Source: an optimization exercise on an open RTL-to-GDS flow (aim: small area). Production flows keep margins and buffers that such runs may drop.
Where RTL was checked, it was by simulation tests only, not by an equivalence proof against the original.
For run 5, only the layout was checked, not whether the RTL still works.
Power is estimated from default activity; no workload was simulated.

### design/flow/run.sh
#!/bin/bash
# synth_recipe.tcl (not shown) runs the flow's synth.tcl, then flattens the netlist and writes it again
# the make line also repeats each setting of config.mk as NAME=value (left out here)
make -C /OpenROAD-flow-scripts/flow DESIGN_CONFIG=/design/flow/config.mk WORK_HOME=/design/flow/orfs CLKGATE_MAP_FILE= SYNTH_SCRIPT=/design/flow/synth_recipe.tcl finish
### design/flow/config.mk
export PLATFORM = sky130hd
export DESIGN_NAME = video_frontend
export DESIGN_NICKNAME = video_frontend
export VERILOG_FILES = /design/flow/design.v
export SDC_FILE = /design/flow/constraint.sdc
export NUM_CORES = 4
export LEC_CHECK = 0
export CAP_MARGIN = 20
export CORE_MARGIN = 2
export CORE_UTILIZATION = 40
export SLEW_MARGIN = 20
### design/flow/constraint.sdc
create_clock -name core_clock -period 6.0 [get_ports {PCLK_i}]
set_input_delay 1.2000 -clock core_clock [delete_from_list [all_inputs] [get_ports {PCLK_i}]]
set_output_delay 1.2000 -clock core_clock [all_outputs]
set_load 0.01 [all_outputs]
### design/flow/design.v
package video_frontend_pkg;
    typedef logic [7:0] pixel_t;
    typedef logic [11:0] hcount_t;
    typedef logic [10:0] vcount_t;
    typedef enum logic {
        CSC_BT601 = 1'b0,
        CSC_BT709 = 1'b1
    } csc_std_e;
endpackage
`timescale 1ns/1ps
module sync_timing_decode (
    input  logic        PCLK_i,
    input  logic        rst_n_i,
    input  logic        hs_i,
    input  logic        vs_i,
    input  logic        hsync_pol_i,
    input  logic        vsync_pol_i,
    input  logic [11:0] h_synclen_i,
    input  logic [11:0] h_backporch_i,
    input  logic [11:0] h_active_i,
    input  logic [10:0] v_synclen_i,
    input  logic [10:0] v_backporch_i,
    input  logic [10:0] v_active_i,
    output logic        hsync_o,
    output logic        vsync_o,
    output logic        de_o,
    output logic [10:0] xpos_o,
    output logic [10:0] ypos_o,
    output logic        frame_change_o,
    output logic [10:0] lines_total_o
);
    logic [11:0] h_cnt;
    logic [10:0] v_cnt;
    logic        hs_np_q;
    logic        vs_np_q;
    logic        vs_pending;
    logic [4:0]  hsync_sr;
    logic [4:0]  vsync_sr;
    logic [4:0]  de_sr;
    logic [10:0] xpos_sr [5];
    logic [10:0] ypos_sr [5];
    wire hs_np       = hs_i ^ ~hsync_pol_i;
    wire vs_np       = vs_i ^ ~vsync_pol_i;
    wire line_start  = hs_np_q & ~hs_np;
    wire vs_fall     = vs_np_q & ~vs_np;
    wire frame_start = line_start & vs_pending;
    wire [11:0] h_inc = h_cnt + 12'd1;
    wire [10:0] v_inc = v_cnt + 11'd1;
    wire [11:0] h_start = h_synclen_i + h_backporch_i;
    wire [12:0] h_diff  = {1'b0, h_cnt} - {1'b0, h_start};
    wire [12:0] h_endc  = {1'b0, h_start} + {1'b0, h_active_i};
    wire        h_in    = ~h_diff[12] & ~h_endc[12] & (h_diff[11:0] < h_active_i);
    wire [10:0] v_start = v_synclen_i + v_backporch_i;
    wire [11:0] v_diff  = {1'b0, v_cnt} - {1'b0, v_start};
    wire [11:0] v_endc  = {1'b0, v_start} + {1'b0, v_active_i};
    wire        v_in    = ~v_diff[11] & ~v_endc[11] & (v_diff[10:0] < v_active_i);
    always_ff @(posedge PCLK_i or negedge rst_n_i) begin
        if (!rst_n_i) begin
            hs_np_q        <= 1'b0;
            vs_np_q        <= 1'b0;
            vs_pending     <= 1'b0;
            h_cnt          <= '0;
            v_cnt          <= '0;
            hsync_sr       <= '1;
            vsync_sr       <= '1;
            de_sr          <= '0;
            frame_change_o <= 1'b0;
            lines_total_o  <= '0;
        end else begin
            hs_np_q        <= hs_np;
            vs_np_q        <= vs_np;
            frame_change_o <= frame_start;
            vs_pending     <= vs_fall | (vs_pending & ~frame_start);
            hsync_sr[4:1]  <= hsync_sr[3:0];
            vsync_sr[4:1]  <= vsync_sr[3:0];
            de_sr          <= {de_sr[3:0], h_in & v_in};
            if (line_start) begin
                h_cnt       <= '0;
                hsync_sr[0] <= 1'b0;
                if (vs_pending) begin
                    v_cnt         <= 11'd1;
                    lines_total_o <= v_cnt;
                    vsync_sr[0]   <= 1'b0;
                end else begin
                    v_cnt <= v_inc;
                    if (v_inc == v_synclen_i)
                        vsync_sr[0] <= 1'b1;
                end
            end else begin
                h_cnt <= h_inc;
                if (h_inc == h_synclen_i)
                    hsync_sr[0] <= 1'b1;
            end
        end
    end
    always_ff @(posedge PCLK_i) begin
        xpos_sr[0] <= h_diff[10:0];
        ypos_sr[0] <= v_diff[10:0];
        for (int i = 1; i < 5; i++) begin
            xpos_sr[i] <= xpos_sr[i-1];
            ypos_sr[i] <= ypos_sr[i-1];
        end
    end
    assign hsync_o = hsync_sr[4];
    assign vsync_o = vsync_sr[4];
    assign de_o    = de_sr[4];
    assign xpos_o  = xpos_sr[4];
    assign ypos_o  = ypos_sr[4];
endmodule
`timescale 1ns/1ps
module csc_pre (
    input  logic [7:0]    r,
    input  logic [7:0]    b,
    input  logic          std,
    output logic [2:0] gc
);
    wire [11:0] g0_lo =
        {3'b0, {~r[4], ~r[3], ~r[2], ~r[1], ~r[0], 1'b0, 1'b0, 1'b0, 1'b0}}
      + {3'b0, {r[0], 1'b0, 1'b0, 1'b0, 1'b0, 1'b0, 1'b0, 1'b0, 1'b0}}
      + {3'b0, {1'b0, 1'b0, (~std & ~r[7]), (std ? ~r[7] : ~r[6]), (std ? ~r[6] : ~r[5]), (std ? ~r[5] : ~r[4]), (std ? ~r[4] : ~r[3]), (std ? ~r[3] : ~r[2]), (std ? ~r[2] : ~r[1])}}
      + {3'b0, {(~std & ~r[7]), (std ? ~r[7] : ~r[6]), (std ? ~r[6] : ~r[5]), (std ? ~r[5] : ~r[4]), (std ? ~r[4] : ~r[3]), (std ? ~r[3] : ~r[2]), (std ? ~r[2] : ~r[1]), (std ? ~r[1] : ~r[0]), (std & ~r[0])}}
      + {3'b0, {(~std & r[1]), (~std & r[0]), 1'b0, 1'b0, 1'b0, 1'b0, 1'b0, 1'b0, 1'b0}}
      + (std ? 12'd371 : 12'd211);
    wire [11:0] g1_lo =
        {3'b0, {b[1], b[0], 1'b0, 1'b0, 1'b0, 1'b0, 1'b0, 1'b0, 1'b0}}
      + {3'b0, {1'b0, 1'b0, 1'b0, 1'b0, 1'b0, 1'b0, (std & ~b[7]), (std & ~b[6]), (std ? ~b[5] : b[7])}}
      + {3'b0, {(~std & b[4]), (~std & b[3]), (~std & b[2]), (std ? ~b[7] : b[1]), (std ? ~b[6] : b[0]), (std & ~b[5]), (std & ~b[4]), (std & ~b[3]), (std & ~b[2])}}
      + {3'b0, {(std ? ~b[3] : b[3]), (std ? ~b[2] : b[2]), (std ? ~b[1] : b[1]), (std ? ~b[0] : b[0]), 1'b0, 1'b0, 1'b0, 1'b0, 1'b0}}
      + (std ? 12'd510 : 12'd511);
    assign gc = 3'(g0_lo[11:9]) + 3'(g1_lo[11:9]) - 3'd0;
endmodule
module csc_comb (
    input  logic [7:0]    r,
    input  logic [7:0]    y,
    input  logic [7:0]    b,
    input  logic          std,
    input  logic [2:0] gc,
    output logic [7:0]    r_o,
    output logic [7:0]    g_o,
    output logic [7:0]    b_o
);
    wire [23:0] R_sum =
        {2'b0, y, 14'b0}
      + {1'b0, 1'b0, 1'b0, r[7], r[6], r[5], r[4], r[3], r[2], r[1], r[0], 1'b0, 1'b0, 1'b0, 1'b0, 1'b0, 1'b0, 1'b0, 1'b0, 1'b0, 1'b0, 1'b0, 1'b0, 1'b0}
      + {1'b0, 1'b0, r[7], r[6], r[5], r[4], r[3], r[2], r[1], r[0], 1'b0, 1'b0, 1'b0, 1'b0, 1'b0, 1'b0, 1'b0, 1'b0, 1'b0, 1'b0, 1'b0, 1'b0, 1'b0, 1'b0}
      + {1'b0, 1'b0, 1'b0, 1'b0, 1'b0, 1'b0, 1'b0, 1'b0, 1'b0, 1'b0, 1'b0, 1'b0, 1'b0, (~std & r[7]), (~std & r[6]), (~std & r[5]), (std ? r[7] : r[4]), (std ? r[6] : r[3]), 1'b0, 1'b0, 1'b0, 1'b0, 1'b0, 1'b0}
      + {1'b0, 1'b0, 1'b0, 1'b0, 1'b0, 1'b0, 1'b0, 1'b0, 1'b0, 1'b0, (~std & ~r[7]), (~std & ~r[6]), (~std & ~r[5]), (~std & ~r[4]), (std ? ~r[7] : ~r[3]), (std ? ~r[6] : ~r[2]), (std ? ~r[5] : ~r[1]), (std ? ~r[4] : ~r[0]), 1'b0, 1'b0, 1'b0, 1'b0, 1'b0, 1'b0}
      + {1'b0, 1'b0, 1'b0, 1'b0, 1'b0, 1'b0, 1'b0, (~std & ~r[7]), (~std & ~r[6]), (std ? r[7] : ~r[5]), (std ? r[6] : ~r[4]), (std ? r[5] : ~r[3]), (std ? r[4] : ~r[2]), (std ? r[3] : ~r[1]), (std ? r[2] : ~r[0]), (std & r[1]), (std & r[0]), 1'b0, 1'b0, 1'b0, 1'b0, 1'b0, 1'b0, 1'b0}
      + {1'b0, 1'b0, 1'b0, 1'b0, 1'b0, 1'b0, (std ? r[7] : ~r[7]), (std ? r[6] : ~r[6]), (std ? r[5] : ~r[5]), (std ? r[4] : ~r[4]), (std ? r[3] : ~r[3]), (std ? r[2] : ~r[2]), (std ? r[1] : ~r[1]), (std ? r[0] : ~r[0]), 1'b0, 1'b0, 1'b0, 1'b0, 1'b0, 1'b0, 1'b0, 1'b0, 1'b0, 1'b0}
      + (std ? 24'd13483456 : 24'd13427264);
    wire [9:0] R_s = R_sum[23:14];
    wire [9:0] G_s = {2'b0, y} - (
          {1'b0, 1'b0, 1'b0, 1'b0, 1'b0, 1'b0, 1'b0, ~r[7], ~r[6], ~r[5]}
        + {1'b0, 1'b0, 1'b0, r[7], r[6], r[5], r[4], r[3], r[2], r[1]}
        + {1'b0, 1'b0, 1'b0, 1'b0, 1'b0, 1'b0, 1'b0, 1'b0, 1'b0, 1'b0}
        + {1'b0, 1'b0, 1'b0, 1'b0, 1'b0, 1'b0, 1'b0, 1'b0, 1'b0, 1'b0}
        + {1'b0, 1'b0, 1'b0, 1'b0, (~std & r[7]), (~std & r[6]), (~std & r[5]), (~std & r[4]), (~std & r[3]), (~std & r[2])}
        + {1'b0, 1'b0, 1'b0, 1'b0, b[7], b[6], b[5], b[4], b[3], b[2]}
        + {1'b0, 1'b0, 1'b0, 1'b0, 1'b0, 1'b0, 1'b0, 1'b0, 1'b0, 1'b0}
        + {1'b0, 1'b0, 1'b0, 1'b0, 1'b0, 1'b0, 1'b0, (~std & b[7]), (~std & b[6]), (~std & b[5])}
        + {1'b0, 1'b0, 1'b0, 1'b0, 1'b0, 1'b0, (std ? ~b[7] : b[7]), (std ? ~b[6] : b[6]), (std ? ~b[5] : b[5]), (std ? ~b[4] : b[4])}
        + (std ? 10'd914 : 10'd878)
        + {7'b0, gc});
    wire [22:0] B_sum =
        {2'b0, y, 13'b0}
      + {1'b0, b[7], b[6], b[5], b[4], b[3], b[2], b[1], b[0], 1'b0, 1'b0, 1'b0, 1'b0, 1'b0, 1'b0, 1'b0, 1'b0, 1'b0, 1'b0, 1'b0, 1'b0, 1'b0, 1'b0}
      + {1'b0, 1'b0, 1'b0, 1'b0, 1'b0, 1'b0, 1'b0, 1'b0, 1'b0, 1'b0, 1'b0, 1'b0, 1'b0, (~std & ~b[7]), (~std & ~b[6]), (std ? b[7] : ~b[5]), (std ? b[6] : ~b[4]), (std ? b[5] : ~b[3]), 1'b0, 1'b0, 1'b0, 1'b0, 1'b0}
      + {1'b0, 1'b0, 1'b0, 1'b0, 1'b0, 1'b0, 1'b0, 1'b0, 1'b0, (~std & b[7]), (std ? ~b[7] : b[6]), (std ? ~b[6] : b[5]), (std ? ~b[5] : b[4]), (std ? ~b[4] : b[3]), (std ? ~b[3] : b[2]), (std ? ~b[2] : b[1]), (std ? ~b[1] : b[0]), (std & ~b[0]), 1'b0, 1'b0, 1'b0, 1'b0, 1'b0}
      + {1'b0, 1'b0, 1'b0, 1'b0, 1'b0, 1'b0, 1'b0, 1'b0, (std ? ~b[7] : b[7]), (std ? ~b[6] : b[6]), (std ? ~b[5] : b[5]), (std ? ~b[4] : b[4]), (std ? ~b[3] : b[3]), (std ? ~b[2] : b[2]), (std ? ~b[1] : b[1]), (std ? ~b[0] : b[0]), 1'b0, 1'b0, 1'b0, 1'b0, 1'b0, 1'b0, 1'b0}
      + {1'b0, 1'b0, 1'b0, 1'b0, (~std & ~b[7]), (std ? ~b[7] : ~b[6]), (std ? ~b[6] : ~b[5]), (std ? ~b[5] : ~b[4]), (std ? ~b[4] : ~b[3]), (std ? ~b[3] : ~b[2]), (std ? ~b[2] : ~b[1]), (std ? ~b[1] : ~b[0]), (std & ~b[0]), 1'b0, 1'b0, 1'b0, 1'b0, 1'b0, 1'b0, 1'b0, 1'b0, 1'b0, 1'b0}
      + (std ? 23'd6140960 : 23'd6006304);
    wire [9:0] B_s = B_sum[22:13];
    function automatic logic [7:0] clamp_sum(input logic [9:0] s);
        if (s[9])
            clamp_sum = 8'h00;
        else if (s[8])
            clamp_sum = 8'hFF;
        else
            clamp_sum = s[7:0];
    endfunction
    assign r_o = clamp_sum(R_s);
    assign g_o = clamp_sum(G_s);
    assign b_o = clamp_sum(B_s);
endmodule
module csc_execute (
    input  logic       PCLK_i,
    input  logic [7:0] r_i,
    input  logic [7:0] g_i,
    input  logic [7:0] b_i,
    input  logic       csc_enable_i,
    input  logic       csc_std_i,
    output logic [7:0] r_o,
    output logic [7:0] g_o,
    output logic [7:0] b_o
);
    logic [7:0]    r_s1, g_s1, b_s1;
    logic          en_s1, std_s1;
    logic [2:0] gc, gc_s1;
    logic [7:0]    r_c, g_c, b_c;
    logic [23:0]   px_sr [4];
    csc_pre csc_pre_inst (
        .r(r_i), .b(b_i), .std(csc_std_i), .gc(gc)
    );
    csc_comb csc_comb_inst (
        .r(r_s1), .y(g_s1), .b(b_s1), .std(std_s1), .gc(gc_s1),
        .r_o(r_c), .g_o(g_c), .b_o(b_c)
    );
    always_ff @(posedge PCLK_i) begin
        {r_s1, g_s1, b_s1, en_s1, std_s1, gc_s1} <= {r_i, g_i, b_i, csc_enable_i, csc_std_i, gc};
        px_sr[0] <= en_s1 ? {r_c, g_c, b_c} : {r_s1, g_s1, b_s1};
        for (int i = 1; i < 4; i++)
            px_sr[i] <= px_sr[i-1];
    end
    assign {r_o, g_o, b_o} = px_sr[3];
endmodule
`timescale 1ns/1ps
module video_frontend (
    input  logic         PCLK_i,
    input  logic         rst_n_i,
    input  logic [7:0]   r_i,
    input  logic [7:0]   g_i,
    input  logic [7:0]   b_i,
    input  logic         hs_i,
    input  logic         vs_i,
    input  logic         hsync_pol_i,
    input  logic         vsync_pol_i,
    input  logic         csc_enable_i,
    input  logic         csc_std_i,
    input  logic [11:0]  h_total_i,
    input  logic [11:0]  h_active_i,
    input  logic [11:0]  h_synclen_i,
    input  logic [11:0]  h_backporch_i,
    input  logic [10:0]  v_active_i,
    input  logic [10:0]  v_synclen_i,
    input  logic [10:0]  v_backporch_i,
    output logic [7:0]   r_o,
    output logic [7:0]   g_o,
    output logic [7:0]   b_o,
    output logic         hsync_o,
    output logic         vsync_o,
    output logic         de_o,
    output logic [10:0]  xpos_o,
    output logic [10:0]  ypos_o,
    output logic [10:0]  lines_total_o,
    output logic         frame_change_o
);
    sync_timing_decode sync_timing_decode_inst (
        .PCLK_i         (PCLK_i),
        .rst_n_i        (rst_n_i),
        .hs_i           (hs_i),
        .vs_i           (vs_i),
        .hsync_pol_i    (hsync_pol_i),
        .vsync_pol_i    (vsync_pol_i),
        .h_synclen_i    (h_synclen_i),
        .h_backporch_i  (h_backporch_i),
        .h_active_i     (h_active_i),
        .v_synclen_i    (v_synclen_i),
        .v_backporch_i  (v_backporch_i),
        .v_active_i     (v_active_i),
        .hsync_o        (hsync_o),
        .vsync_o        (vsync_o),
        .de_o           (de_o),
        .xpos_o         (xpos_o),
        .ypos_o         (ypos_o),
        .frame_change_o (frame_change_o),
        .lines_total_o  (lines_total_o)
    );
    csc_execute csc_execute_inst (
        .PCLK_i       (PCLK_i),
        .r_i          (r_i),
        .g_i          (g_i),
        .b_i          (b_i),
        .csc_enable_i (csc_enable_i),
        .csc_std_i    (csc_std_i),
        .r_o          (r_o),
        .g_o          (g_o),
        .b_o          (b_o)
    );
endmodule
==> results of run 1 <==
[worst max-delay path: stages]
cell and delay (ns):
clkdlybuf4s50_1 0.48, ha_1 0.18, inv_1 0.06, fa_1 0.38, nor2b_1 0.12, o21ai_1 0.08, a21boi_0 0.26, o21ai_1 0.11
a21boi_1 0.20, o21ai_1 0.11, nand2_1 0.12, xnor2_1 0.14, ha_1 0.31, nand3_1 0.10, nand2_1 0.05, a41o_1 0.23
o41ai_2 0.29, xnor2_1 0.15, ha_1 0.20, nor4_1 0.28, o2111ai_1 0.15, a31oi_1 0.21, o211ai_1 0.13, a41oi_1 0.17
o311a_1 0.18, o2111a_1 0.18
[per-stage QoR]
step / cell area (µm²) / std cells / hold slack (ns) / power (mW) / worst slack [ns]
after floorplan: 16400 / 1598 / 0.310 / 5.32 / 0.235
after global placement: 18800 / 2304 / 0.310 / 6.29 / -0.225
after detailed placement: 18800 / 2304 / 0.312 / 6.37 / -0.409
after CTS: 19900 / 2360 / 0.320 / 8.30 / 0.165
after global routing: 19900 / 2360 / 0.327 / 8.93 / 0.0130
final: 19900 / 2362 / 0.319 / 8.19 / 0.415
[where the power goes]
part           switching, mW  total [mW]  internal, mW
Clock                  0.776        1.87          1.10
Sequential             0.205        2.79          2.59
Combinational           1.82        3.52          1.71
[path summary, 6_finish.rpt]
path / startpoint / endpoint / slack, ns / cells past startpoint
hold reg to reg: sync_timing_decode_inst.ypos_sr[2][4] / sync_timing_decode_inst.ypos_sr[3][4] / 0.32 / 0
setup / recovery: h_synclen_i[0] / sync_timing_decode_inst.de_sr[0] / 0.42 / 26
hold / removal: sync_timing_decode_inst.ypos_sr[2][4] / sync_timing_decode_inst.ypos_sr[3][4] / 0.32 / 0
setup reg to reg: csc_execute_inst.b_s1[6] / csc_execute_inst.px_sr[0][9] / 0.77 / 19
max in group asynchronous: rst_n_i / sync_timing_decode_inst.v_cnt[0] / 4.78 / 2
min in group asynchronous: rst_n_i / sync_timing_decode_inst.h_cnt[6] / 0.75 / 2
[final cells by class]
| class | instances | share of cell area |
|---|---|---|
| multi-input cells | 1042 | 0.470 |
| flip-flops and latches | 288 | 0.304 |
| clock inverters | 16 | 0.00699 |
| well taps | 532 | 0.0335 |
| diodes | 2 | 0.000252 |
| clock buffers | 40 | 0.0449 |
| repair buffers | 197 | 0.0944 |
| inverters | 245 | 0.0463 |
[cell families after synthesis]
family	Yosys count	share of synthesized area
fa+ha+maj	343	0.298
flops	288	0.369
simple gates	287	0.0831
compound gates	275	0.111
buf+inv	268	0.0618
xor+xnor	111	0.0599
mux	26	0.0170
[cells in the final DEF, fill, tap and decap left out, types with 36 or more instances in the layout]
cell type        synthesis  layout
clkdlybuf4s50_1          0     160
inv_1                  245     244
ha_1                   265     265
fa_1                    78      78
dfxtp_1                235     234
dfrtp_1                 43      43
a21oi_1                 60      58
xor2_1                  44      44
nand2_1                 69      69
o21ai_0                 66      66
buf_4                    1      36
xnor2_1                 66      66
nor2_1                 100     100
[flip-flops by register name, summed over array words and instances (netlist names), 3 cells and up]
signal / count
csc_execute_inst.b_s1: 8
csc_execute_inst.g_s1: 8
csc_execute_inst.gc_s1: 3
csc_execute_inst.px_sr: 96
csc_execute_inst.r_s1: 8
sync_timing_decode_inst.de_sr: 5
sync_timing_decode_inst.h_cnt: 12
sync_timing_decode_inst.hsync_sr: 5
sync_timing_decode_inst.lines_total_o: 11
sync_timing_decode_inst.v_cnt: 11
sync_timing_decode_inst.vsync_sr: 5
sync_timing_decode_inst.xpos_sr: 55
sync_timing_decode_inst.ypos_sr: 55
[layer usage]
layer	vias to the layer above	global-route usage	part of all wire
met2	200	0.273	0.47
li1	5761	-	-
met4	2	0.0452	0.020
met1	5248	0.209	0.46
met5	-	0	0.00039
met3	56	0.0317	0.049
==> flow_summary_export.csv, run 1 <==
group,metric,value,unit
global_route,grt_usage,0.161,
floorplan,placement_rows,74,
synth,synthDistinctLibCells,73,
status,outcome,"complete, no violations",
placement,port_buffers,161,
synth,synth_top_cell_area_share,0.287,
routing,vias,11300,
synth,ys_seq_area_frac,0.369,
synth,ys_top_cells_by_count,"265 x ha_1, 245 x inv_1, 235 x dfxtp_1, 100 x nor2_1, 78 x fa_1",
sta,slew_headroom,0.550,
routing,ant_nets,0,
synth,synth_edf_count,0,
sta,rsz0062_at_grt,"no",
sta,tns,0,ns
clocking,clk_pin_slew,0.06,ns
synth,synth_area,16400,µm²
global_route,antenna_found_initial,3,
clocking,cts_buffers,31,
synth,synthTopCellsByArea,"dfxtp_1 29%, ha_1 20%, fa_1 9.5%",
floorplan,start_util,0.403,
synth,synth_fp_nets,2054,
cells_and_area,nets,2261,
clocking,cts_resized,0,
critical_path,cp-end-kind,"register",
routing,remaining_drc_errors,0,
critical_path,crit_path_start_kind,"input pin",
clocking,cts_buffer_depth,3,
placement,place.gp.congestion,0.850,
cells_and_area,area_delta_synth_final,21.4,%
global_route,grt_pass1_vias,11300,
sta,worst_slew_pin_slew,0.658,ns
synth,synth_top_area_cell,"dfxtp_1",
sta,hold_viol_final,0,
synth,syn_inst,1598,
cells_and_area,ff_latch_area,6040,µm²
synth,ys_seq_elements,288,
pwr,vdd_drop_max,0.273,mV
sta,fmax,179,MHz
sta,skew,0.0105,ns
min_path,min_path_type,"reg -> reg",
critical_path,cp_max_fo,4,
synth,synth.avg_cell_area,10.2,µm²
clocking,cts_tree,"built",
global_route,grt_pass1_wl,55100,µm
clocking,cts_setup_buffers,0,
global_route,overflow,0,
floorplan,dieArea,42600,µm²
job,max_cap_violations,0,
critical_path,required,6.50,ns
clocking,cts.hold.buffers_added,0,
routing,wl,33400,µm
pwr,p_leak,9.54,nW
clocking,clock_sinks,288,
synth,synth_most_common_cell,"ha_1",
sta,final-setup-viol-count,0,
sta,slew_violations,0,
clocking,htree_levels,1,
sta,period_share,0.931,
cells_and_area,fin_util,0.489,
floorplan,die_x,206,µm
pwr,power_density,412,nW/µm²
synth,yosysWarnings,6,
floorplan,pin_count,174,
floorplan,die_h,206,µm
critical_path,crit_arrival,6.09,ns
sta,period_minus_slack,5.58,ns
cells_and_area,fill_cells,3695,
clocking,clk_root_buffer_cell,"clkbuf_16",
routing,viasPerCell,4.77,
global_route,grt_start_max_net_pins,54,
placement,hpwl,27200,µm
floorplan,fp.coreArea,40600,µm²
cells_and_area,multiInputGateArea,9330,µm²
critical_path,worstSetupPathType,"in -> reg",
synth,ys.flop_type,"dfxtp_1",
routing,first_iter_violations,461,
routing,avgRoutedWirePerCell,14.1,µm
routing,dr.pass1.iters,5,
clocking,clk_latency,0.57,ns
synth,synthArstFlopShare,0.184,
cells_and_area,drive_above_1_share,0.0777,
==> run 2, diff against run 1 <==
--- a/design/flow/config.mk
+++ b/design/flow/config.mk
@@ -9,3 +9,3 @@
 export CORE_MARGIN = 2
-export CORE_UTILIZATION = 40
+export CORE_UTILIZATION = 70
 export SLEW_MARGIN = 20
==> run 2 against run 1 <==
  * Still clean on timing, DRC and antenna
  * Die area decreased by 42%
  * Hold slack gained 0.0021 ns
  * Critical path type unchanged
  * Final cell count down 9.7%
  * Design area shrank 1.6%
  * Sequential share of layout area up 0.49 points
  * Synthesized area unchanged
  * Non-clock buffer count is 4 lower
  * Utilization grew 37 points
  * Synthesized cell count did not move
  * Sequential cell count is the same
==> flow_summary_export.csv, run 2 <==
group,metric,value,unit
synth,synth_top_area_cell,"dfxtp_1",
critical_path,slowest_delay,0.43,ns
critical_path,r2r_cells,19,
synth,synth_area,16400,µm²
routing,wl,36600,µm
critical_path,crit_path_start_kind,"input pin",
critical_path,cp_top_family,"compound AO/OA/AOI/OAI gates",
pwr,p_int,5.44,mW
cells_and_area,antenna-diode-count,0,
pwr,pwr-share-clk,0.221,
cells_and_area,fin_area,19600,µm²
sta,fmax,175,MHz
global_route,grt_pass1_vias,12400,
synth,synthDistinctLibCells,73,
sta,hold_viol_final,0,
floorplan,die_h,157,µm
cells_and_area,nets,2255,
critical_path,rrSetupSlack,0.29,ns
routing,viasPerCell,5.60,
synth,synthArstFlopShare,0.184,
sta,slew_violations,0,
critical_path,crit_arrival,6.21,ns
routing,avgRoutedWirePerCell,17.2,µm
synth,synth_fp_nets,2054,
critical_path,crit_path_end,"sync_timing_decode_inst.de_sr[0]",
floorplan,die_x,157,µm
sta,period_share,0.952,
critical_path,r2r-end,"csc_execute_inst.px_sr[0][9]",
synth,synth_top_family_by_area,"adder cells",
cells_and_area,area_delta_synth_final,19.5,%
sta,final-setup-viol-count,0,
cells_and_area,final_common_cell,"ha_1",
floorplan,pin_count,174,
critical_path,crit_chain,"clkdlybuf4s50_1 > ha_1 > fa_1 > a21o_1 > a21oi_1 > o21bai_1 > a21oi_2 > o21bai_1 > a21oi_2 > mux2i_1 > nand2_1 > ha_1 > inv_2 > nor3_1 > a2111oi_2 > o211ai_1 > ha_1 > a22oi_1 > o2111ai_1 > a31oi_1 > o211ai_1 > a41oi_1 > o311a_1 > o2111a_1",
placement,port_buffers,161,
synth,ys_top_cells_by_count,"265 x ha_1, 245 x inv_1, 235 x dfxtp_1, 100 x nor2_1, 78 x fa_1",
cells_and_area,drive_above_1_share,0.0736,
min_path,min_path_type,"reg -> reg",
synth,ys_seq_elements,288,
synth,synth_edf_count,0,
status,outcome,"complete, no violations",
sta,fin_ws,0.286,ns
critical_path,crit_buf_inv,2,
pwr,p_switching,3.10,mW
synth,synth.avg_cell_area,10.2,µm²
clocking,cts_tree,"built",
sta,slew_headroom,0.483,
critical_path,worstSetupPathType,"in -> reg",
synth,synth_most_common_cell,"ha_1",
routing,first_iter_violations,815,
pwr,power_density,437,nW/µm²
global_route,grt_start_max_net_pins,54,
cells_and_area,largest_reg_flops,96,
critical_path,cp_max_fo,5,
pwr,power_switching_share,0.363,
cells_and_area,top_register,"csc_execute_inst.px_sr",
job,max_cap_violations,0,
pwr,combinationalPowerShare,0.447,
clocking,cts_buffer_depth,3,
routing,remaining_drc_errors,0,
synth,syn_inst,1598,
sta,tns,0,ns
critical_path,path_depth,24,
floorplan,dieArea,24600,µm²
routing,vias,12000,
sta,holdWs,0.321,ns
critical_path,required,6.49,ns
sta,rsz0062_at_grt,"no",
floorplan,fp.coreArea,22800,µm²
floorplan,start_util,0.719,
placement,place.gp.congestion,0.886,
placement,pre_cts_slack,-0.250,ns
pwr,p_leak,9.52,nW
synth,synthXorXnorAreaFrac,0.0599,
cells_and_area,largestRegisters,"csc_execute_inst.px_sr (96), sync_timing_decode_inst.xpos_sr (55), sync_timing_decode_inst.ypos_sr (55)",
synth,synth_top_cell_area_share,0.287,
global_route,antenna_found_initial,0,
clocking,clk_latency,0.56,ns
clocking,clock_sinks,288,
clocking,cts.hold.buffers_added,0,
critical_path,cp_common_cell,"ha_1",
pwr,total_power,8.54,mW
clocking,clk_pin_slew,0.06,ns
synth,synth_simple_gate_area_share,0.0831,
critical_path,startpoint,"v_synclen_i[0]",
synth,yosysWarnings,6,
synth,synth_compound_area_frac,0.111,
clocking,cts_buffers,29,
placement,hpwl,26700,µm
placement,place_area,18500,µm²
routing,ant_nets,0,
critical_path,rr_startpoint,"csc_execute_inst.b_s1[6]",
global_route,overflow,0,
clocking,clk_root_buffer_cell,"clkbuf_16",
floorplan,placement_rows,55,
synth,synthMuxAreaShare,0.0170,
critical_path,cp-end-kind,"register",
cells_and_area,fill_cells,1194,
routing,dr.pass1.iters,5,
global_route,grt_usage,0.305,
synth,ys_seq_area_frac,0.369,
sta,worst_slew_pin_slew,0.776,ns
synth,synthAdderAreaFrac,0.298,
global_route,grt_pass1_wl,60000,µm
pwr,p_seq_frac,0.333,
cells_and_area,layout_common_cells,"265 x ha_1, 244 x inv_1, 235 x dfxtp_1",
synth,ys.flop_type,"dfxtp_1",
clocking,htree_levels,1,
pwr,vdd_drop_max,0.331,mV
synth,synthTopCellsByArea,"dfxtp_1 29%, ha_1 20%, fa_1 9.5%",
critical_path,cp_slowest_cell,"clkdlybuf4s50_1",
sta,period_minus_slack,5.71,ns
sta,skew,0.0173,ns
## run 2: repair_timing
| item | 4_1_cts | 5_1_grt |
|---|---|---|
| gates resized for setup | 0 | 12 |
| buffers inserted | 0 | 1 |
| endpoints found under the setup margin | 0 | 1 |
## run 2: power by group through the flow
stage	Sequential (mW)	Clock (mW)	Combinational [mW]
floorplan	2.83	0	2.48
finish	2.84	1.88	3.81
global placement	2.82	0	3.40
global route	2.90	1.98	4.26
CTS	2.85	1.90	3.76
detailed placement	2.87	0	3.57
## run 2: cells by family after synthesis
logic type,count (synthesis)
adder cells (fa/ha/maj),343
flip-flops,288
AND/OR/NAND/NOR,287
AO/OA/AOI/OAI,275
buffers and inverters,268
XOR/XNOR,111
multiplexers,26
## run 2: cell type report
type                            instances  area, µm²  area share
Clock buffer                           40        871      0.0445
Tap cell                              313        392      0.0200
Sequential cell                       288       6040       0.309
Multi-Input combinational cell       1042       9340       0.478
Timing Repair Buffer                  193       1850      0.0944
Clock inverter                         13        145     0.00742
Inverter                              245        920      0.0470
## run 2: routing by layer
metal	vias to the layer above	GRT usage	share of wire
met4	0	0.0931	0.027
met2	447	0.537	0.49
met5	-	0	0
met3	91	0.0407	0.065
li1	5738	-	-
met1	5685	0.391	0.42
## run 2: how the worst min path moves through the flow
stage	from	endpoint	slack, ns	cells after the start
global route	sync_timing_decode_inst.xpos_sr[3][3]	sync_timing_decode_inst.xpos_sr[4][3]	0.33	0
floorplan	csc_execute_inst.px_sr[0][0]	csc_execute_inst.px_sr[1][0]	0.31	0
CTS	sync_timing_decode_inst.ypos_sr[3][1]	sync_timing_decode_inst.ypos_sr[4][1]	0.32	0
detailed placement	csc_execute_inst.px_sr[0][10]	csc_execute_inst.px_sr[1][10]	0.31	0
global placement	csc_execute_inst.px_sr[0][14]	csc_execute_inst.px_sr[1][14]	0.31	0
finish	csc_execute_inst.px_sr[1][20]	csc_execute_inst.px_sr[2][20]	0.32	0
## run 2: worst register-to-register path: stages (launching register included)
cell     delay (ns)
dfxtp_1        0.50
inv_1          0.26
ha_1           0.35
inv_1          0.04
ha_1           0.29
xor2_1         0.17
fa_1           0.51
inv_1          0.06
fa_1           0.53
inv_1          0.06
fa_1           0.51
ha_1           0.38
o21a_1         0.16
o21a_1         0.18
o21ai_1        0.25
a21oi_1        0.21
or4_1          0.55
nand3_1        0.31
o21ba_1        0.23
o22ai_1        0.11
## run 2: metrics by stage
step                       util  cells
after detailed placement  0.812   2080
final                     0.859   2134
after CTS                 0.857   2133
after global placement    0.812   2080
after global routing      0.859   2134
after floorplan               -   1598
==> run 3, diff against run 2 <==
--- a/design/flow/config.mk
+++ b/design/flow/config.mk
@@ -9,3 +9,4 @@
 export CORE_MARGIN = 2
-export CORE_UTILIZATION = 70
+export CORE_UTILIZATION = 40
+export CTS_BUF_LIST = sky130_fd_sc_hd__clkbuf_4
 export SLEW_MARGIN = 20
==> run 3 against run 2 <==
  * Still clean on timing, DRC and antenna
  * Clock skew up 0.056 ns
  * Non-clock buffer count is 4 higher
  * Synthesized area unchanged
  * Clock power shrank 4%
  * Count of clock-buffer cells in the layout grew 66
  * Highest routed layer is now met5
==> flow_summary_export.csv, run 3 <==
group,metric,value,unit
status,outcome,"complete, no violations",
synth,synth.avg_cell_area,10.2,µm²
clocking,clk_pin_slew,0.07,ns
critical_path,r2r_cells,19,
placement,hpwl,27200,µm
sta,hold_viol_final,0,
placement,place_area,18800,µm²
cells_and_area,drive_above_1_share,0.110,
clocking,cts_resized,0,
floorplan,fp.coreArea,40600,µm²
floorplan,die_h,206,µm
synth,synth_area,16400,µm²
clocking,cts.hold.buffers_added,0,
routing,avgRoutedWirePerCell,13.8,µm
synth,synth_fp_nets,2054,
synth,ys_top_cells_by_count,"265 x ha_1, 245 x inv_1, 235 x dfxtp_1, 100 x nor2_1, 78 x fa_1",
cells_and_area,largestRegisters,"csc_execute_inst.px_sr (96), sync_timing_decode_inst.xpos_sr (55), sync_timing_decode_inst.ypos_sr (55)",
routing,first_iter_violations,464,
pwr,power_density,409,nW/µm²
global_route,grt_pass1_wl,55800,µm
clocking,clk_latency,0.79,ns
sta,period_share,0.915,
clocking,clk_root_buffer_cell,"clkbuf_4",
sta,final-setup-viol-count,0,
job,max_cap_violations,0,
clocking,cts_buffers,76,
routing,vias,11600,
synth,ys_seq_area_frac,0.369,
synth,yosysWarnings,6,
critical_path,rrSetupSlack,0.74,ns
routing,wl_met2,16100,µm
critical_path,crit_path_start_kind,"input pin",
sta,period_minus_slack,5.49,ns
routing,remaining_drc_errors,0,
cells_and_area,top_register,"csc_execute_inst.px_sr",
sta,worst_slew_pin_slew,0.662,ns
critical_path,crit_arrival,6.25,ns
routing,wl_met3,1770,µm
cells_and_area,area_delta_synth_final,21.5,%
sta,slew_headroom,0.548,
critical_path,worstSetupPathType,"in -> reg",
global_route,grt_pass1_vias,11800,
synth,synthTopCellsByArea,"dfxtp_1 29%, ha_1 20%, fa_1 9.5%",
synth,synth_most_common_cell,"ha_1",
clocking,cts_setup_buffers,0,
critical_path,rr_startpoint,"csc_execute_inst.b_s1[6]",
cells_and_area,nets,2306,
sta,skew,0.0732,ns
synth,ys_seq_elements,288,
routing,wl,33800,µm
floorplan,die_x,206,µm
sta,fmax,182,MHz
synth,synthDistinctLibCells,73,
placement,place.gp.congestion,0.850,
synth,synth_top_cell_area_share,0.287,
floorplan,pin_count,174,
sta,slew_violations,0,
clocking,cts_buffer_depth,3,
global_route,grt_usage,0.166,
synth,synthArstFlopShare,0.184,
critical_path,r2r-end,"csc_execute_inst.px_sr[0][9]",
clocking,htree_levels,3,
routing,met1_length,15200,µm
clocking,cts_tree,"built",
cells_and_area,layout_common_cells,"265 x ha_1, 245 x inv_1, 234 x dfxtp_1",
pwr,p_leak,9.65,nW
pwr,vdd_drop_max,0.245,mV
critical_path,required,6.76,ns
global_route,grt_start_max_net_pins,54,
cells_and_area,fin_area,19900,µm²
global_route,antenna_found_initial,5,
placement,port_buffers,161,
min_path,min_path_type,"reg -> reg",
critical_path,crit_path_end,"sync_timing_decode_inst.de_sr[0]",
synth,synth_edf_count,0,
sta,holdWs,0.282,ns
synth,ys.flop_type,"dfxtp_1",
routing,top_layer_used,"met5",
global_route,overflow,0,
critical_path,cp_max_fo,5,
routing,dr.pass1.iters,5,
floorplan,dieArea,42600,µm²
critical_path,startpoint,"v_synclen_i[0]",
cells_and_area,largest_reg_flops,96,
floorplan,placement_rows,74,
clocking,clock_sinks,288,
sta,rsz0062_at_grt,"no",
synth,syn_inst,1598,
floorplan,start_util,0.403,
routing,viasPerCell,4.74,
routing,ant_nets,0,
critical_path,cp-end-kind,"register",
synth,synth_top_area_cell,"dfxtp_1",
cells_and_area,final_common_cell,"ha_1",
## run 3: cell counts after synthesis
Identical to the previous run, type by type.
## run 3: kinds of logic after synthesis
kind of cell / Yosys count / share of synthesized area
AO/OA/AOI/OAI: 275 / 0.111
XOR/XNOR: 111 / 0.0599
adder cells (fa/ha/maj): 343 / 0.298
buffers and inverters: 268 / 0.0618
flip-flops: 288 / 0.369
multiplexers: 26 / 0.0170
AND/OR/NAND/NOR: 287 / 0.0831
## run 3: through the flow
stage	total power, mW	TNS [ns]	setup WS (ns)	utilization	instances
CTS	8.26	0	0.493	0.489	2437
floorplan	5.32	0	0.235	-	1598
finish	8.12	0	0.512	0.489	2442
global placement	6.29	-0.225	-0.225	0.463	2304
global route	8.90	0	0.0782	0.489	2440
detailed placement	6.37	-0.409	-0.409	0.463	2304
## run 3: layout make-up
type	count	area, µm²
clock buffers	106	796
well taps	532	666
inverters	245	920
fillers	3735	20800
flip-flops and latches	288	6040
diodes	5	12.5
multi-input cells	1042	9310
clock inverters	27	249
repair buffers	197	1880
## run 3: how the worst min path moves through the flow
stage                                            endpoint  slack, ns  cells after the start                                   from
floorplan                    csc_execute_inst.px_sr[1][0]       0.31                      0           csc_execute_inst.px_sr[0][0]
global placement    sync_timing_decode_inst.xpos_sr[3][1]       0.31                      0  sync_timing_decode_inst.xpos_sr[2][1]
detailed placement          csc_execute_inst.px_sr[1][22]       0.31                      0          csc_execute_inst.px_sr[0][22]
CTS                 sync_timing_decode_inst.ypos_sr[1][5]       0.27                      0  sync_timing_decode_inst.ypos_sr[0][5]
global route        sync_timing_decode_inst.ypos_sr[1][5]       0.32                      0  sync_timing_decode_inst.ypos_sr[0][5]
finish              sync_timing_decode_inst.ypos_sr[1][6]       0.28                      0  sync_timing_decode_inst.ypos_sr[0][6]
## run 3: power by group
group	total, mW	switching, mW	internal (mW)
Clock	1.81	0.810	1.00
Combinational	3.52	1.82	1.70
Sequential	2.79	0.205	2.59
## run 3: critical path: stages
cell and delay (ns):
clkdlybuf4s50_1 0.43, ha_1 0.24, fa_1 0.40, a21o_1 0.18
a21oi_1 0.21, o21bai_1 0.10, a21oi_1 0.21, o21bai_1 0.10
a21oi_1 0.25, mux2i_1 0.24, nand2_1 0.07, ha_1 0.31
inv_1 0.13, nor3_1 0.07, a2111oi_1 0.42, o211ai_1 0.21
ha_1 0.33, a22oi_1 0.16, o2111ai_1 0.14, a31oi_1 0.20
o211ai_1 0.12, a41oi_1 0.17, o311a_1 0.18, o2111a_1 0.18
## run 3: per-layer routing
layer / up-vias / GRT usage
li1: 5906 / -
met1: 5386 / 0.205
met2: 217 / 0.274
met3: 55 / 0.0460
met4: 2 / 0.0658
met5: - / 0
==> run 4, diff against run 3 <==
==> design/flow/flow/run.sh (new file) <==
#!/bin/bash
# The standard layout (the standard.sh: standard synthesis, floorplan, power grid,
# placement, CTS, routing) with two changes: the port buffers are the smallest buffer
# cell, and clock tree synthesis inserts no dummy loads.
set -euo pipefail
bash standard.sh \
  "BUFFER_PORTS_ARGS=-buffer_cell sky130_fd_sc_hd__buf_1" \
  "CTS_ARGS=-sink_clustering_enable -repair_clock_nets -dont_use_dummy_load" \
  finish > make.log 2>&1
==> design/flow/standard.sh (new file) <==
#!/bin/bash
# synth_recipe.tcl (not shown) runs the flow's synth.tcl, then flattens the netlist and writes it again
# the make line also repeats each setting of config.mk as NAME=value (left out here)
make -C /OpenROAD-flow-scripts/flow DESIGN_CONFIG=/design/flow/config.mk WORK_HOME=/design/flow/orfs CLKGATE_MAP_FILE= SYNTH_SCRIPT=/design/flow/synth_recipe.tcl "${@:-finish}"
--- a/design/flow/config.mk
+++ b/design/flow/config.mk
@@ -10,3 +10,2 @@
 export CORE_UTILIZATION = 40
-export CTS_BUF_LIST = sky130_fd_sc_hd__clkbuf_4
 export SLEW_MARGIN = 20
removed: design/flow/run.sh
==> run 4 against run 3 <==
  * Synthesized area is the same
  * Non-clock buffer count shrank 27
  * Worst setup slack gained 0.035 ns
==> flow_summary_export.csv, run 4 <==
group,metric,value,unit
clocking,clk_pin_slew,0.06,ns
job,max_cap_violations,0,
status,outcome,"complete, no violations",
routing,avgRoutedWirePerCell,14.4,µm
placement,placedCellCount,2277,
global_route,antenna_found_initial,3,
synth,synth_top_cell_area_share,0.287,
cells_and_area,layout_common_cells,"265 x ha_1, 245 x inv_1, 234 x dfxtp_1",
sta,tns,0,ns
cells_and_area,area_delta_synth_final,12.3,%
cells_and_area,drive_above_1_share,0.0490,
routing,dr.pass1.iters,5,
synth,syn_inst,1598,
synth,ys_top_cells_by_count,"265 x ha_1, 245 x inv_1, 235 x dfxtp_1, 100 x nor2_1, 78 x fa_1",
floorplan,start_util,0.403,
synth,synth_most_common_cell,"ha_1",
global_route,grt_pass1_vias,11100,
pwr,p_switching,2.70,mW
placement,pre_cts_slack,-0.0659,ns
pwr,vdd_drop_max,0.314,mV
routing,remaining_drc_errors,0,
synth,yosysWarnings,6,
clocking,clk_root_buffer_cell,"clkbuf_16",
clocking,cts_resized,0,
floorplan,dieArea,42600,µm²
synth,synth_top_area_cell,"dfxtp_1",
clocking,cts.hold.buffers_added,0,
routing,ant_nets,0,
critical_path,path_depth,24,
routing,first_iter_violations,415,
synth,synthTopCellsByArea,"dfxtp_1 29%, ha_1 20%, fa_1 9.5%",
synth,ys_seq_area_frac,0.369,
critical_path,crit_path_start_kind,"input pin",
placement,place.gp.congestion,0.864,
synth,synth_fp_nets,2054,
synth,ys_seq_elements,288,
critical_path,startpoint,"v_synclen_i[0]",
synth,synthArstFlopShare,0.184,
critical_path,worstSetupPathType,"in -> reg",
critical_path,crit_path_end,"sync_timing_decode_inst.de_sr[0]",
min_path,min_path_type,"reg -> reg",
critical_path,rrSetupSlack,0.66,ns
synth,ys.flop_type,"dfxtp_1",
global_route,overflow,0,
sta,period_minus_slack,5.45,ns
placement,hpwl,27100,µm
clocking,cts_tree,"built",
cells_and_area,largest_reg_flops,96,
cells_and_area,nets,2233,
global_route,grt_pass1_wl,54500,µm
cells_and_area,largestRegisters,"csc_execute_inst.px_sr (96), sync_timing_decode_inst.xpos_sr (55), sync_timing_decode_inst.ypos_sr (55)",
pwr,pwr-share-clk,0.201,
critical_path,cp_max_fo,6,
pwr,p_seq_frac,0.368,
placement,port_buffers,161,
sta,hold_viol_final,0,
critical_path,rr_startpoint,"csc_execute_inst.std_s1",
synth,synth.avg_cell_area,10.2,µm²
clocking,htree_levels,1,
critical_path,cp_top_family,"compound AO/OA/AOI/OAI gates",
sta,holdWs,0.307,ns
sta,period_share,0.909,
global_route,grt_start_max_net_pins,54,
global_route,grt_usage,0.159,
sta,worst_slew_pin_slew,0.757,ns
sta,slew_headroom,0.496,
sta,fmax,183,MHz
cells_and_area,stdcell_count,2310,
clocking,clock_sinks,288,
pwr,p_leak,8.84,nW
critical_path,required,6.50,ns
floorplan,die_x,206,µm
cells_and_area,top_register,"csc_execute_inst.px_sr",
critical_path,crit_buf_inv,2,
floorplan,placement_rows,74,
critical_path,cp-end-kind,"register",
clocking,cts_buffer_depth,3,
pwr,combinationalPowerShare,0.431,
critical_path,r2r_cells,18,
routing,viasPerCell,4.83,
clocking,cts_setup_buffers,0,
pwr,p_int,4.91,mW
synth,synth_edf_count,0,
sta,rsz0062_at_grt,"no",
pwr,power_density,414,nW/µm²
synth,synth_area,16400,µm²
floorplan,pin_count,174,
critical_path,crit_chain,"buf_1 > ha_1 > fa_1 > a21o_1 > a21oi_1 > o21bai_1 > a21oi_1 > o21bai_1 > a21oi_1 > mux2i_1 > nand2_1 > ha_1 > inv_1 > nor3_1 > a2111oi_1 > o211ai_1 > ha_1 > a22oi_1 > o2111ai_1 > a31oi_1 > o211ai_1 > a41oi_1 > o311a_1 > o2111a_1",
sta,slew_violations,0,
clocking,clk_latency,0.56,ns
routing,vias,11200,
critical_path,crit_arrival,5.95,ns
critical_path,slowest_delay,0.42,ns
sta,skew,0.0172,ns
floorplan,die_h,206,µm
routing,wl,33400,µm
cells_and_area,final_common_cell,"ha_1",
sta,final-setup-viol-count,0,
pwr,power_switching_share,0.355,
sta,fin_ws,0.546,ns
critical_path,cp_slowest_cell,"fa_1",
floorplan,fp.coreArea,40600,µm²
synth,synthDistinctLibCells,73,
clocking,cts_buffers,30,
critical_path,r2r-end,"csc_execute_inst.px_sr[0][9]",
-- run 4: per-stage QoR --
stage	total power [mW]	cell area, µm²	util
6_report	7.61	18400	0.452
3_5_place_dp	6.14	17600	0.433
3_3_place_gp	6.03	17600	0.433
4_1_cts	7.72	18400	0.452
2_1_floorplan	5.32	16400	-
5_1_grt	8.31	18400	0.452
-- run 4: area by class of cell --
cell class	count	area [µm²]
clock buffer	30	751
tap	532	666
antenna	3	7.51
multi-input combinational	1042	9310
timing repair buffer	170	673
fill	3875	22300
inverter	245	920
sequential	288	6040
-- run 4: logic make-up after synthesis --
group                      after synthesis  synth area share
AOI/OAI and AO/OA                      275             0.111
adders and majority gates              343             0.298
DFF                                    288             0.369
and+or+nand+nor                        287            0.0831
xor gates and xnor gates               111            0.0599
buffers and inverters                  268            0.0618
muxes                                   26            0.0170
-- run 4: worst reg2reg max path, cell delays in order (launching register included) --
cell,delay [ns]
dfxtp_2,0.31
inv_1,0.48
ha_1,0.26
inv_1,0.05
fa_1,0.46
fa_1,0.54
inv_1,0.06
fa_1,0.52
inv_1,0.05
fa_1,0.49
ha_1,0.35
o21a_1,0.13
o21a_1,0.18
o21ai_1,0.19
a21oi_1,0.14
or4_1,0.51
nand3_1,0.25
o21ba_1,0.21
o22ai_1,0.09
-- run 4: power groups by stage --
stage	Clock, mW	Sequential [mW]	Combinational (mW)
after floorplan	0	2.83	2.48
after global placement	0	2.83	3.19
after detailed placement	0	2.85	3.29
final	1.53	2.80	3.28
after global routing	1.66	2.88	3.77
after CTS	1.59	2.81	3.31
-- run 4: how the worst min path moves through the flow --
stage | startpoint | endpoint | slack (ns) | depth (start not counted)
2_1_floorplan | csc_execute_inst.px_sr[0][0] | csc_execute_inst.px_sr[1][0] | 0.31 | 0
3_3_place_gp | csc_execute_inst.px_sr[1][16] | csc_execute_inst.px_sr[2][16] | 0.31 | 0
3_5_place_dp | csc_execute_inst.px_sr[0][10] | csc_execute_inst.px_sr[1][10] | 0.31 | 0
4_1_cts | sync_timing_decode_inst.ypos_sr[0][8] | sync_timing_decode_inst.ypos_sr[1][8] | 0.31 | 0
5_1_grt | csc_execute_inst.px_sr[0][16] | csc_execute_inst.px_sr[1][16] | 0.31 | 0
6_report | sync_timing_decode_inst.ypos_sr[0][8] | sync_timing_decode_inst.ypos_sr[1][8] | 0.31 | 0
-- run 4: per-layer routing --
metal  global-route usage  part of all wire
met5                    0                 0
met4               0.0474             0.023
met1                0.206              0.46
met2                0.271              0.47
met3               0.0287             0.052
==> run 5, diff against run 4 <==
--- a/design/flow/design.v
+++ b/design/flow/design.v
@@ -110,32 +110,10 @@
 `timescale 1ns/1ps
-module csc_pre (
-    input  logic [7:0]    r,
-    input  logic [7:0]    b,
-    input  logic          std,
-    output logic [2:0] gc
-);
-    wire [11:0] g0_lo =
-        {3'b0, {~r[4], ~r[3], ~r[2], ~r[1], ~r[0], 1'b0, 1'b0, 1'b0, 1'b0}}
-      + {3'b0, {r[0], 1'b0, 1'b0, 1'b0, 1'b0, 1'b0, 1'b0, 1'b0, 1'b0}}
-      + {3'b0, {1'b0, 1'b0, (~std & ~r[7]), (std ? ~r[7] : ~r[6]), (std ? ~r[6] : ~r[5]), (std ? ~r[5] : ~r[4]), (std ? ~r[4] : ~r[3]), (std ? ~r[3] : ~r[2]), (std ? ~r[2] : ~r[1])}}
-      + {3'b0, {(~std & ~r[7]), (std ? ~r[7] : ~r[6]), (std ? ~r[6] : ~r[5]), (std ? ~r[5] : ~r[4]), (std ? ~r[4] : ~r[3]), (std ? ~r[3] : ~r[2]), (std ? ~r[2] : ~r[1]), (std ? ~r[1] : ~r[0]), (std & ~r[0])}}
-      + {3'b0, {(~std & r[1]), (~std & r[0]), 1'b0, 1'b0, 1'b0, 1'b0, 1'b0, 1'b0, 1'b0}}
-      + (std ? 12'd371 : 12'd211);
-    wire [11:0] g1_lo =
-        {3'b0, {b[1], b[0], 1'b0, 1'b0, 1'b0, 1'b0, 1'b0, 1'b0, 1'b0}}
-      + {3'b0, {1'b0, 1'b0, 1'b0, 1'b0, 1'b0, 1'b0, (std & ~b[7]), (std & ~b[6]), (std ? ~b[5] : b[7])}}
-      + {3'b0, {(~std & b[4]), (~std & b[3]), (~std & b[2]), (std ? ~b[7] : b[1]), (std ? ~b[6] : b[0]), (std & ~b[5]), (std & ~b[4]), (std & ~b[3]), (std & ~b[2])}}
-      + {3'b0, {(std ? ~b[3] : b[3]), (std ? ~b[2] : b[2]), (std ? ~b[1] : b[1]), (std ? ~b[0] : b[0]), 1'b0, 1'b0, 1'b0, 1'b0, 1'b0}}
-      + (std ? 12'd510 : 12'd511);
-    assign gc = 3'(g0_lo[11:9]) + 3'(g1_lo[11:9]) - 3'd0;
-endmodule
 module csc_comb (
-    input  logic [7:0]    r,
-    input  logic [7:0]    y,
-    input  logic [7:0]    b,
-    input  logic          std,
-    input  logic [2:0] gc,
-    output logic [7:0]    r_o,
-    output logic [7:0]    g_o,
-    output logic [7:0]    b_o
+    input  logic [7:0] r,
+    input  logic [7:0] y,
+    input  logic [7:0] b,
+    input  logic       std,
+    output logic [7:0] r_o,
+    output logic [7:0] g_o,
+    output logic [7:0] b_o
 );
@@ -151,2 +129,15 @@
     wire [9:0] R_s = R_sum[23:14];
+    wire [11:0] G0_lo =
+        {3'b0, {~r[4], ~r[3], ~r[2], ~r[1], ~r[0], 1'b0, 1'b0, 1'b0, 1'b0}}
+      + {3'b0, {r[0], 1'b0, 1'b0, 1'b0, 1'b0, 1'b0, 1'b0, 1'b0, 1'b0}}
+      + {3'b0, {1'b0, 1'b0, (~std & ~r[7]), (std ? ~r[7] : ~r[6]), (std ? ~r[6] : ~r[5]), (std ? ~r[5] : ~r[4]), (std ? ~r[4] : ~r[3]), (std ? ~r[3] : ~r[2]), (std ? ~r[2] : ~r[1])}}
+      + {3'b0, {(~std & ~r[7]), (std ? ~r[7] : ~r[6]), (std ? ~r[6] : ~r[5]), (std ? ~r[5] : ~r[4]), (std ? ~r[4] : ~r[3]), (std ? ~r[3] : ~r[2]), (std ? ~r[2] : ~r[1]), (std ? ~r[1] : ~r[0]), (std & ~r[0])}}
+      + {3'b0, {(~std & r[1]), (~std & r[0]), 1'b0, 1'b0, 1'b0, 1'b0, 1'b0, 1'b0, 1'b0}}
+      + (std ? 12'd371 : 12'd211);
+    wire [11:0] G1_lo =
+        {3'b0, {b[1], b[0], 1'b0, 1'b0, 1'b0, 1'b0, 1'b0, 1'b0, 1'b0}}
+      + {3'b0, {1'b0, 1'b0, 1'b0, 1'b0, 1'b0, 1'b0, (std & ~b[7]), (std & ~b[6]), (std ? ~b[5] : b[7])}}
+      + {3'b0, {(~std & b[4]), (~std & b[3]), (~std & b[2]), (std ? ~b[7] : b[1]), (std ? ~b[6] : b[0]), (std & ~b[5]), (std & ~b[4]), (std & ~b[3]), (std & ~b[2])}}
+      + {3'b0, {(std ? ~b[3] : b[3]), (std ? ~b[2] : b[2]), (std ? ~b[1] : b[1]), (std ? ~b[0] : b[0]), 1'b0, 1'b0, 1'b0, 1'b0, 1'b0}}
+      + (std ? 12'd510 : 12'd511);
     wire [9:0] G_s = {2'b0, y} - (
@@ -157,2 +148,4 @@
         + {1'b0, 1'b0, 1'b0, 1'b0, (~std & r[7]), (~std & r[6]), (~std & r[5]), (~std & r[4]), (~std & r[3]), (~std & r[2])}
+        + (std ? 10'd955 : 10'd923)
+        + {7'b0, G0_lo[11:9]}
         + {1'b0, 1'b0, 1'b0, 1'b0, b[7], b[6], b[5], b[4], b[3], b[2]}
@@ -161,4 +154,4 @@
         + {1'b0, 1'b0, 1'b0, 1'b0, 1'b0, 1'b0, (std ? ~b[7] : b[7]), (std ? ~b[6] : b[6]), (std ? ~b[5] : b[5]), (std ? ~b[4] : b[4])}
-        + (std ? 10'd914 : 10'd878)
-        + {7'b0, gc});
+        + (std ? 10'd983 : 10'd979)
+        + {7'b0, G1_lo[11:9]});
     wire [22:0] B_sum =
@@ -195,12 +188,8 @@
 );
-    logic [7:0]    r_s1, g_s1, b_s1;
-    logic          en_s1, std_s1;
-    logic [2:0] gc, gc_s1;
-    logic [7:0]    r_c, g_c, b_c;
-    logic [23:0]   px_sr [4];
-    csc_pre csc_pre_inst (
-        .r(r_i), .b(b_i), .std(csc_std_i), .gc(gc)
-    );
+    logic [7:0]  r_s1, g_s1, b_s1;
+    logic        en_s1, std_s1;
+    logic [7:0]  r_c, g_c, b_c;
+    logic [23:0] px_sr [4];
     csc_comb csc_comb_inst (
-        .r(r_s1), .y(g_s1), .b(b_s1), .std(std_s1), .gc(gc_s1),
+        .r(r_s1), .y(g_s1), .b(b_s1), .std(std_s1),
         .r_o(r_c), .g_o(g_c), .b_o(b_c)
@@ -208,3 +197,3 @@
     always_ff @(posedge PCLK_i) begin
-        {r_s1, g_s1, b_s1, en_s1, std_s1, gc_s1} <= {r_i, g_i, b_i, csc_enable_i, csc_std_i, gc};
+        {r_s1, g_s1, b_s1, en_s1, std_s1} <= {r_i, g_i, b_i, csc_enable_i, csc_std_i};
         px_sr[0] <= en_s1 ? {r_c, g_c, b_c} : {r_s1, g_s1, b_s1};
==> design/flow/run.sh (new file) <==
#!/bin/bash
# synth_recipe.tcl (not shown) runs the flow's synth.tcl, then flattens the netlist and writes it again
# the make line also repeats each setting of config.mk as NAME=value (left out here)
make -C /OpenROAD-flow-scripts/flow DESIGN_CONFIG=/design/flow/config.mk WORK_HOME=/design/flow/orfs CLKGATE_MAP_FILE= SYNTH_SCRIPT=/design/flow/synth_recipe.tcl finish
--- a/design/flow/config.mk
+++ b/design/flow/config.mk
@@ -7,5 +7,6 @@
 export LEC_CHECK = 0
+export ABC_AREA = 1
 export CAP_MARGIN = 20
 export CORE_MARGIN = 2
-export CORE_UTILIZATION = 40
+export CORE_UTILIZATION = 70
 export SLEW_MARGIN = 20
removed: design/flow/flow/run.sh
removed: design/flow/standard.sh
==> run 5 against run 4 <==
  * The layout now fails its checks (negative setup slack)
  * Sequential power is essentially flat
  * Count of clock-buffer cells in the layout grew 11
  * Clock power grew about 20%
  * Critical path type is now reg -> reg
  * Largest power group unchanged
  * Highest routed layer is now met5
==> flow_summary_export.csv, run 5 <==
group,metric,value,unit
pwr,vdd_drop_max,0.968,mV
critical_path,required,6.41,ns
global_route,grt_usage,0.374,
sta,final-setup-viol-count,8,
sta,skew,0.0202,ns
placement,hpwl,34700,µm
routing,ant_nets,0,
placement,port_buffers,161,
synth,synth_fp_nets,2511,
critical_path,crit_arrival,7.64,ns
cells_and_area,largestRegisters,"csc_execute_inst.px_sr (96), sync_timing_decode_inst.xpos_sr (55), sync_timing_decode_inst.ypos_sr (55)",
critical_path,cp-end-kind,"register",
status,violatedChecks,"negative setup slack",
global_route,grt_pass1_wl,78000,µm
synth,synthArstFlopShare,0.186,
sta,fin_ws,-1.23,ns
cells_and_area,fin_area,21600,µm²
clocking,cts_tree,"built",
critical_path,crit_buf_inv,5,
clocking,clock_sinks,285,
cells_and_area,layout_common_cells,"401 x nand2_1, 357 x inv_1, 257 x ha_1",
status,outcome,"finished with violations",
critical_path,cp_top_family,"adder cells",
critical_path,cp_max_fo,6,
clocking,clk_pin_slew,0.06,ns
routing,viasPerCell,5.92,
synth,syn_inst,2043,
placement,place.gp.congestion,0.962,
synth,ys.flop_type,"dfxtp_1",
routing,dr.pass1.iters,8,
cells_and_area,largest_reg_flops,96,
synth,synth_top_area_cell,"dfxtp_1",
floorplan,fp.coreArea,24400,µm²
sta,rsz0062_at_grt,"yes",
floorplan,dieArea,26300,µm²
sta,period_share,1.21,
clocking,cts_buffer_depth,3,
routing,avgRoutedWirePerCell,19.8,µm
routing,wl,52800,µm
clocking,cts_buffers,28,
cells_and_area,area_delta_synth_final,23.6,%
critical_path,cp_common_cell,"nand2_1",
clocking,cts.hold.buffers_added,0,
min_path,min_path_type,"reg -> reg",
sta,fmax,138,MHz
pwr,total_power,12.1,mW
floorplan,pin_count,174,
floorplan,die_x,162,µm
routing,remaining_drc_errors,0,
cells_and_area,antenna-diode-count,0,
clocking,clk_root_buffer_cell,"clkbuf_16",
synth,synthTopCellsByArea,"dfxtp_1 27%, ha_1 20%, fa_1 9.2%",
critical_path,cp_slowest_cell,"fa_1",
synth,ys_seq_area_frac,0.342,
critical_path,crit_path_start_kind,"register",
synth,ys_seq_elements,285,
clocking,clk_latency,0.56,ns
global_route,grt_pass1_vias,15900,
routing,vias,15800,
floorplan,placement_rows,57,
routing,first_iter_violations,1347,
floorplan,start_util,0.717,
sta,worst_slew_pin_slew,0.988,ns
synth,ys_top_cells_by_count,"417 x nand2_1, 369 x inv_1, 275 x ha_1, 232 x dfxtp_1, 123 x a21oi_1",
synth,yosysWarnings,6,
sta,slew_headroom,0.337,
cells_and_area,nets,2782,
synth,synth_area,17500,µm²
pwr,p_leak,10.9,nW
critical_path,worstSetupPathType,"reg -> reg",
sta,slew_violations,0,
sta,hold_viol_final,0,
synth,synthDistinctLibCells,43,
pwr,power_density,561,nW/µm²
clocking,htree_levels,1,
synth,synth_edf_count,0,
cells_and_area,final_common_cell,"nand2_1",
global_route,grt_start_max_net_pins,54,
floorplan,die_h,162,µm
global_route,overflow,0,
synth,synth_top_cell_area_share,0.266,
cells_and_area,top_register,"csc_execute_inst.px_sr",
global_route,antenna_found_initial,1,
synth,synth_most_common_cell,"nand2_1",
job,max_cap_violations,0,
sta,period_minus_slack,7.23,ns
critical_path,slowest_delay,0.65,ns
placement,place_area,20100,µm²
synth,synth.avg_cell_area,8.56,µm²
cells_and_area,drive_above_1_share,0.113,
==> run 5: logic make-up after synthesis <==
logic type,after synthesis,share of synthesized area
xor gates and xnor gates,72,0.0365
buffers and inverters,386,0.0837
AOI/OAI and AO/OA,260,0.0824
and+or+nand+nor,685,0.167
adders and majority gates,355,0.288
DFF,285,0.342
==> run 5: final cells by class <==
type	count	area [µm²]
Clock buffer	41	843
Clock inverter	11	123
Fill cell	1160	2790
Inverter	373	1410
Multi-Input combinational cell	1372	10500
Sequential cell	285	5990
Tap cell	324	405
Timing Repair Buffer	254	2380
==> run 5: through the flow <==
stage	worst slack [ns]	setup TNS, ns	std cells	hold WS (ns)	utilization
global route	-1.40	-10.81	2660	0.326	0.886
finish	-1.23	-9.39	2660	0.319	0.886
CTS	-0.721	-5.42	2655	0.324	0.875
floorplan	-0.695	-5.37	2043	0.310	-
global placement	-0.709	-5.50	2595	0.310	0.826
detailed placement	-0.930	-6.97	2595	0.312	0.826
==> run 5: power by group <==
part | switching, mW | total, mW | internal (mW)
Sequential | 0.247 | 2.81 | 2.57
Clock | 0.768 | 1.84 | 1.07
Combinational | 4.30 | 7.46 | 3.16
==> run 5: worst reg2reg max path, delay by kind of cell, from the launching register on <==
kind / cells / cell delay [ns]
DFF: 1 / 0.41
adders and majority gates: 10 / 4.42
AOI/OAI and AO/OA: 2 / 0.25
xor gates and xnor gates: 2 / 0.33
and+or+nand+nor: 13 / 1.25
buffers and inverters: 5 / 0.45
==> run 5: what timing repair did <==
item	in CTS	in global routing
cloned	0	0
endpoints found under the setup margin	8	8
gates resized for setup	39	57
buffers inserted	8	5
pin swaps	35	19
==> run 5: path summary, 6_finish.rpt <==
kind                                                            start                                     to  slack (ns)  cells past startpoint
worst max-delay path                          csc_execute_inst.std_s1          csc_execute_inst.px_sr[0][14]       -1.23                     32
worst min-delay path            sync_timing_decode_inst.xpos_sr[1][0]  sync_timing_decode_inst.xpos_sr[2][0]        0.32                      0
worst max register to register                csc_execute_inst.std_s1          csc_execute_inst.px_sr[0][14]       -1.23                     32
worst min register to register  sync_timing_decode_inst.xpos_sr[1][0]  sync_timing_decode_inst.xpos_sr[2][0]        0.32                      0
max in group asynchronous                                     rst_n_i       sync_timing_decode_inst.de_sr[0]        4.76                      2
min in group asynchronous                                     rst_n_i       sync_timing_decode_inst.h_cnt[6]        0.78                      2
==> run 5: metal layers <==
layer | share of wire | global-route usage
met1 | 0.37 | 0.440
met2 | 0.47 | 0.645
met3 | 0.093 | 0.0812
met4 | 0.071 | 0.193
met5 | 0.00023 | 0

## separate check: timing with driven ports
The results above use ideal ports. As a check the final layouts listed here were re-extracted and re-timed, cells and wires unchanged.
Step 1 assumes that a clkbuf_16 drives the clock port and a buf_2 every other input.
Step 2 adds t to the input delays and takes it off the output delays; t is the mean of the earliest and latest rising clock arrival at the registers after step 1. Input paths then give back, and output paths get back, about the clock's delay inside the block.
Three values: ideal ports, drivers, drivers and shift; two values: the first two.
run	t (ns)	setup slack, ns	pins driven straight from the clock port
run 1	0.623	0.415 / 0.451 / -0.172	1
run 2	0.599	0.286 / 0.288 / -0.285	1
run 3	0.824	0.512 / 0.540 / -0.284	1
run 4	0.603	0.546 / 0.582 / -0.020	1
run 5	0.601	-1.232 / -1.232 / -1.232	1
With both steps, setup timing fails in run 1, run 2, run 3 and run 4, where it was met with ideal ports. For run 3, which loses most, drivers alone change the setup slack by +0.028 ns; drivers and shift together by -0.796 ns.
